Source: an optimization exercise on an open RTL-to-GDS flow (aim: small area, a short achievable clock period and few clock cycles per item). Production flows keep margins and buffers that such runs may drop. Only the layout flow was run in this run; the RTL was not checked for function there. Power and IR drop assume default switching activity.

**design/flow/run.sh**
```bash
#!/bin/bash
# synth_recipe.tcl (not shown) runs the flow's synth.tcl, then flattens the netlist and writes it again
# the make line also repeats each setting of config.mk as NAME=value (left out here)
make -C /OpenROAD-flow-scripts/flow DESIGN_CONFIG=/design/flow/config.mk WORK_HOME=/design/flow/orfs CLKGATE_MAP_FILE= SYNTH_SCRIPT=/design/flow/synth_recipe.tcl finish
```
**design/flow/design.v**
```verilog
package bpr_pkg;
   localparam int unsigned PAT_BYTES = 16;
endpackage
module byte_pattern_replace_core (
   input  logic        clock,
   input  logic        reset,
   input  logic        req_valid,
   output logic        req_ready,
   input  logic [8:0]  req_data,
   output logic        rsp_valid,
   input  logic        rsp_ready,
   output logic [26:0] rsp_data,
   input  logic        csr_write_en,
   input  logic [2:0]  csr_index,
   input  logic [63:0] csr_write_data
);
   localparam int N = 17;    
   logic [15:0][7:0] pat_q, rpl_q;
   logic [4:0]       len_q;      
   logic [15:0]      lim_q;
   logic [63:0]      wd;
   logic [5:0]       cfg_en;
   assign wd = csr_write_data & {64{~reset}};
   always_comb begin
      for (int k = 0; k < 6; k++)
         cfg_en[k] = reset | (csr_write_en && csr_index == 3'(k));
   end
   always_ff @(posedge clock) begin
      if (cfg_en[0]) pat_q[7:0]  <= wd;
      if (cfg_en[1]) pat_q[15:8] <= wd;
      if (cfg_en[2]) rpl_q[7:0]  <= wd;
      if (cfg_en[3]) rpl_q[15:8] <= wd;
      if (cfg_en[4]) len_q <= (wd[4] && wd[3:0] != 4'd0) ? 5'd16 : wd[4:0];
      if (cfg_en[5]) lim_q <= wd[15:0];
   end
   logic [3:0]  lm1;
   logic        lz;
   logic [15:0] len_oh;     
   logic [N-1:0] len_lt;    
   always_comb begin
      lm1 = 4'(len_q - 5'd1);
      lz  = len_q == 5'd0;
      for (int j = 0; j < 16; j++) len_oh[j] = len_q == 5'(j + 1);
      for (int p = 0; p < N; p++) len_lt[p] = 5'(p) < len_q;
   end
   logic        ib_v, ib_rp, ib_e;
   logic [7:0]  ib_b;
   logic [N-1:0][7:0] qb;
   logic [N-1:0] qe, qr, qn;
   logic [4:0]  occ;         
   logic [3:0]  fill;        
   logic [4:0]  rix;         
   logic [15:0] dv;          
   logic [15:0] cnt_in;      
   logic        ready_q;
   logic        rp_go;
   logic [4:0]  rp_left;
   logic        x_inc;
   logic        ov, o_rep, o_rend, o_done;
   logic [7:0]  o_byte;
   logic [15:0] cnt_out;
   logic        run_start, prev_done;
   logic [3:0]  rep_idx;
   logic        accept, proc, push, load;
   logic [15:0] eq, dn;
   logic        hit, allowed, do_rep, full;
   logic [4:0]  f1;
   logic [3:0]  fill_new;
   logic        rend0, x_set;
   logic [N-1:0] rend_set;
   assign accept = req_valid && ready_q;
   assign proc   = ib_v && !ib_rp;
   always_comb begin
      for (int j = 0; j < 16; j++) eq[j] = ib_b == pat_q[j];
      dn[0] = eq[0];
      for (int j = 1; j < 16; j++) dn[j] = dv[j-1] && eq[j];
      hit     = |(dn & len_oh);
      allowed = (lim_q == 16'd0) || (cnt_in < lim_q);
      do_rep  = hit && allowed;
      f1      = {1'b0, fill} + 5'd1;
      full    = !lz && (f1 >= len_q);
      if (ib_e || do_rep || lz) fill_new = 4'd0;
      else if (full)            fill_new = lm1;
      else                      fill_new = f1[3:0];
      rend0 = ib_e || do_rep || lz || (full && len_q == 5'd1);
      for (int p = 0; p < N; p++)
         rend_set[p] = (p != 0) && (4'(p) == lm1) && (p < 16) && full && !do_rep && !ib_e;
      x_set = do_rep && (f1 > len_q);
   end
   logic        committed;
   logic [7:0]  ent_b;
   logic        ent_e, ent_r, ent_n;
   logic [15:0] base, cnt_run;
   logic        rp_read;
   always_comb begin
      committed = occ > {1'b0, fill};
      load      = committed && (!ov || rsp_ready);
      push      = proc && ((occ < 5'(N)) || load);
      ent_b = qb[rix];
      ent_e = qe[rix];
      ent_r = qr[rix];
      ent_n = qn[rix];
      base    = prev_done ? 16'd0 : cnt_out;
      cnt_run = ((ent_r || x_inc) && base != 16'hFFFF) ? base + 16'd1 : base;
      rp_read = (rp_left != 5'd0) && !csr_write_en;
   end
   logic [4:0] occ_n;
   logic [4:0] rp_left_n;
   logic       rp_go_n, ib_v_n;
   always_comb begin
      occ_n     = occ + 5'(push) - 5'(load);
      rp_go_n   = csr_write_en && (fill != 4'd0 || ib_v);
      rp_left_n = csr_write_en ? 5'd0 : rp_go ? {1'b0, fill} : rp_read ? rp_left - 5'd1 : rp_left;
      ib_v_n    = accept || rp_read || (ib_v && !ib_rp && !push);
   end
   always_ff @(posedge clock) begin
      if (reset) begin
         ib_v      <= 1'b0;
         ib_rp     <= 1'b0;
         occ       <= '0;
         fill      <= '0;
         rix       <= 5'h1F;
         cnt_in    <= '0;
         ready_q   <= 1'b0;
         rp_go     <= 1'b0;
         rp_left   <= '0;
         x_inc     <= 1'b0;
         ov        <= 1'b0;
         cnt_out   <= '0;
         run_start <= 1'b1;
         prev_done <= 1'b0;
         rep_idx   <= '0;
      end else begin
         ib_v    <= ib_v_n;
         if (accept) ib_rp <= 1'b0;
         else if (rp_read) ib_rp <= 1'b1;
         occ     <= occ_n;
         rix     <= rp_read ? rix - 5'd1 : occ_n - 5'd1;
         rp_go   <= rp_go_n;
         rp_left <= rp_left_n;
         ready_q <= !rp_go_n && rp_left_n == 5'd0 && (!ib_v_n || occ_n < 5'(N));
         if (push) begin
            fill   <= fill_new;
            cnt_in <= ib_e ? 16'd0 : (do_rep && cnt_in != 16'hFFFF) ? cnt_in + 16'd1 : cnt_in;
         end
         if (push && x_set) x_inc <= 1'b1;
         else if (load && run_start) x_inc <= 1'b0;
         ov <= load || (ov && !rsp_ready);
         if (load) begin
            run_start <= ent_n;
            prev_done <= ent_n && ent_e;
            if (run_start) cnt_out <= cnt_run;
            if (ent_r) rep_idx <= (rep_idx == lm1) ? 4'd0 : rep_idx + 4'd1;
         end
      end
   end
   always_ff @(posedge clock) begin
      if (accept) begin
         ib_b <= req_data[8:1];
         ib_e <= req_data[0];
      end else if (rp_read) begin
         ib_b <= ent_b;
         ib_e <= 1'b0;
      end
      if (csr_write_en) dv <= '0;
      else if (push) dv <= (ib_e || do_rep) ? 16'd0 : dn;
      else if (ib_v && ib_rp) dv <= dn;
      if (push) begin
         qb[0] <= ib_b;
         qe[0] <= ib_e;
         qr[0] <= do_rep;
         qn[0] <= rend0;
         for (int p = 1; p < N; p++) begin
            qb[p] <= qb[p-1];
            qe[p] <= qe[p-1];
            qr[p] <= qr[p-1] || (do_rep && len_lt[p]);
            qn[p] <= qn[p-1] || rend_set[p];
         end
      end
      if (load) begin
         o_byte <= ent_r ? rpl_q[rep_idx] : ent_b;
         o_rep  <= ent_r;
         o_rend <= ent_n;
         o_done <= ent_n && ent_e;
      end
   end
   assign req_ready = ready_q;
   assign rsp_valid = ov;
   assign rsp_data  = {o_byte, o_rep, o_rend, o_done, cnt_out};
endmodule
```
**design/flow/config.mk**
```make
export PLATFORM = sky130hd
export DESIGN_NAME = byte_pattern_replace_core
export DESIGN_NICKNAME = byte_pattern_replace_core
export VERILOG_FILES = /design/flow/design.v
export SDC_FILE = /design/flow/constraint.sdc
export NUM_CORES = 4
export LEC_CHECK = 0
export CAP_MARGIN = 20
export CORE_MARGIN = 2
export CORE_UTILIZATION = 40
export SLEW_MARGIN = 20
```
**design/flow/constraint.sdc**
```tcl
create_clock -name core_clock -period 6.5 [get_ports {clock}]
set_input_delay 1.3000 -clock core_clock [delete_from_list [all_inputs] [get_ports {clock}]]
set_output_delay 1.3000 -clock core_clock [all_outputs]
set_load 0.01 [all_outputs]
```
==> run summary <==
## stage by stage
| step | power, mW | util | worst slack (ns) | instance area [um^2] | std cells |
|---|---|---|---|---|---|
| after floorplan | 6.415 | - | -0.5219 | 24870 | 1683 |
| after global placement | 7.161 | 0.4361 | 1.811 | 26860 | 2573 |
| after detailed placement | 7.213 | 0.4364 | 1.694 | 26880 | 2574 |
| after CTS | 10.48 | 0.4669 | 2.001 | 28760 | 2687 |
| after global routing | 10.84 | 0.4672 | 1.570 | 28780 | 2688 |
| final | 10.36 | 0.4672 | 2.054 | 28780 | 2688 |
## area by class of cell
type | instances | area (um^2) | share of cell area
timing repair buffer | 143 | 1359 | 0.04722
multi-input combinational | 985 | 8202 | 0.2850
sequential | 562 | 16100 | 0.5595
clock buffer | 83 | 1672 | 0.05809
tap | 837 | 1047 | 0.03639
inverter | 48 | 185.2 | 0.006435
clock inverter | 30 | 210.2 | 0.007305
## worst paths after layout
check | from | endpoint
worst max-delay path | fill[1] | rix[4]
worst min-delay path | qb[8] | qb[16]
worst max register to register | fill[1] | rix[4]
worst min register to register | qb[8] | qb[16]
## state kept, by name (all words and copies together) (netlist names), 4 cells and up
| name | cells |
|---|---|
| qb | 136 |
| pat_q | 128 |
| rpl_q | 128 |
| qe | 17 |
| qn | 17 |
| qr | 17 |
| cnt_in | 16 |
| cnt_out | 16 |
| lim_q | 16 |
| dv | 15 |
| ib_b | 8 |
| o_byte | 8 |
| len_q | 5 |
| occ | 5 |
| rix | 5 |
| rp_left | 5 |
| fill | 4 |
| rep_idx | 4 |
## routing by layer
layer	wire length [um]	GRT usage	vias up
met4	1978	0.06509	0
met1	25280	0.2458	7425
li1	-	-	6717
met2	29690	0.3186	378
met5	0	0	-
met3	2668	0.03002	104
## cells in the final DEF, fill, tap and decap left out, types with 6 or more instances in the layout
cell,count
a21oi_1,47
o21ai_0,29
nand2_1,97
ha_1,44
and3_1,15
clkdlybuf4s50_1,108
clkinv_2,10
and2_1,8
or2_2,8
buf_4,33
nor2b_1,81
mux4_2,95
a22o_1,12
dfxtp_1,75
a211oi_1,6
edfxtp_1,484
nor2_1,64
a31oi_1,18
a21o_1,8
xnor2_1,144
clkbuf_1,18
nor3_1,44
o21bai_1,10
xor2_1,12
nand3_1,53
mux2_2,17
clkbuf_16,63
nor4_1,28
inv_1,47
nand4_1,43
a32o_1,13
clkinv_1,13
a41o_1,15
## report_power, final
group,total (mW),internal [mW],switching [mW]
combinational,2.44,1.09,1.35
clock,3.26,1.87,1.39
sequential,4.66,4.44,0.216
total,10.4,7.40,2.96
## kinds of logic (layout without fill, tap and decap cells)
kind of cell               count (synthesis)  count (layout)  synth area share
buffers and inverters                    136             304           0.02405
muxes                                    117             117           0.09581
and+or+nand+nor                          476             476            0.1013
xor gates and xnor gates                 156             156           0.05495
DFF                                      562             562            0.6473
adders and majority gates                 45              45           0.02295
AOI/OAI and AO/OA                        191             191           0.05359
## worst max-delay path, cell delays in order (launching register included)
cell      delay, ns
dfxtp_1        0.41
inv_1          0.10
ha_1           0.30
nor2b_1        0.14
o21ai_0        0.24
a21oi_1        0.16
o21ai_0        0.47
inv_1          0.28
buf_4          0.27
nand2b_1       0.16
o21ai_0        0.12
ha_1           0.22
fa_1           0.41
a21o_1         0.18
a21oi_1        0.16
xor2_1         0.25
nor2_1         0.07
a21oi_1        0.18
xnor2_1        0.13
nand2_1        0.06
==> results.cfg <==
[die]
core_region_area_um2 = 61600
ioPinCount = 110
die_x_um = 253.3
die_h_um = 253.3
initial_core_util = 0.4036
rows = 91
dieArea_um2 = 64170

[flow_run]
maxCapViolations = 0

[critical_path]
crit_path_end_kind = flop
path_max_fanout = 10
crit_type = reg2reg
cp-start-kind = flop
reg2reg_setup_slack_ns = 2.05
cp.required_ns = 6.96
r2r_cells = 19
arrival_ns = 4.91

[grt]
grt_pass1_wl_um = 90580
grt_pass1_vias = 14684
grt_antenna_before_repair = 3
grtUsageTotal = 0.1881
grt_overflow = 0
grt_start_max_net_pins = 113

[sta]
slew_headroom = 0.2107
hold_viol_final = 0
finalSetupViolations = 0
max_freq_mhz = 224.9
rsz0062_at_grt = false
layout_min_cycle_time_ns = 4.446
fin_skew_ns = 0.01836
tightest_slew_ns = 1.173
holdWs_ns = 0.4403
maxSlewViolCount = 0
setup_tns_ns = 0
min_period_over_period = 0.6840

[hold_path]
min_path_type = reg2reg
hold_depth = 0

[placement]
dp_hpwl_um = 40970
port_buffers = 109
routabilityCongestion = 0.8955

[clock_tree]
cts-buffers-inserted = 60
cts_tree = yes
insertion_delay_ns = 0.62
root_buffer = clkbuf_16
cts_resized = 0
post_cts_buffers = 0
postCtsHoldBufs = 0
htreeDepth = 2
clockBufferDepth = 3
clk_pin_slew_ns = 0.06
clock_sinks = 562

[power]
power_density_nw_per_um2 = 359.9
ir_drop_uv = 235.9
p_leak_nw = 9.542

[synth]
synth.net_count = 1809
post-synth-top-count-cell = edfxtp_1
yosysWarnings = 1
synth_area_leaders = edfxtp_1, mux4_2, dfxtp_1
ys_seq_elements = 562
ys.flop_type = edfxtp_1
synth_top_area_cell = edfxtp_1
ys_seq_area_frac = 0.6473
synthesis.area_um2 = 24860
synth_top_cell_area_share = 0.5845
netlist_top_cells_count = edfxtp_1, xnor2_1, nand2_1, mux4_2, nor2b_1
synth.distinct_cells = 65
synth_edf_count = 484
async_flop_share = 0
syn_inst = 1683
synth.avg_cell_area_um2 = 14.77

[drt]
firstDrtPassIters = 6
antenna_left = 0
wl_um = 59620
routedWlPerCell_um = 22.18
drc = 0
drt_iter0_drc = 1299
routed_via_density = 5.440
via_count = 14624

[cells_and_area]
nFillCells = 5369
layout.nets = 1926
num_antenna_cells = 0
syn2layout_area_growth_pct = 15.74
drive_gt1_frac = 0.1388

[outcome]
status = timing/DRC/antenna clean

==> separate check: timing with driven ports <==
Ports are ideal in the flow. The routed layout listed here was re-timed in OpenROAD.
Step 1, drivers: a clkbuf_16 drives clock and a buf_2 each remaining input, both assumed.
Step 2 also shifts input and output timing later by t, the mid clock arrival at the registers, as if the neighbouring blocks saw the same clock.
Three values: ideal ports, drivers, drivers and shift; two values: the first two.
shift t [ns]: 0.672
setup slack, ns: 2.054 / 2.054 / 1.714
worst hold slack (ns): 0.440 / 0.440 / 0.440
After both steps setup and hold are still met in this run. For this run, drivers alone change the setup slack by 0.000 ns; drivers and shift together by -0.340 ns.
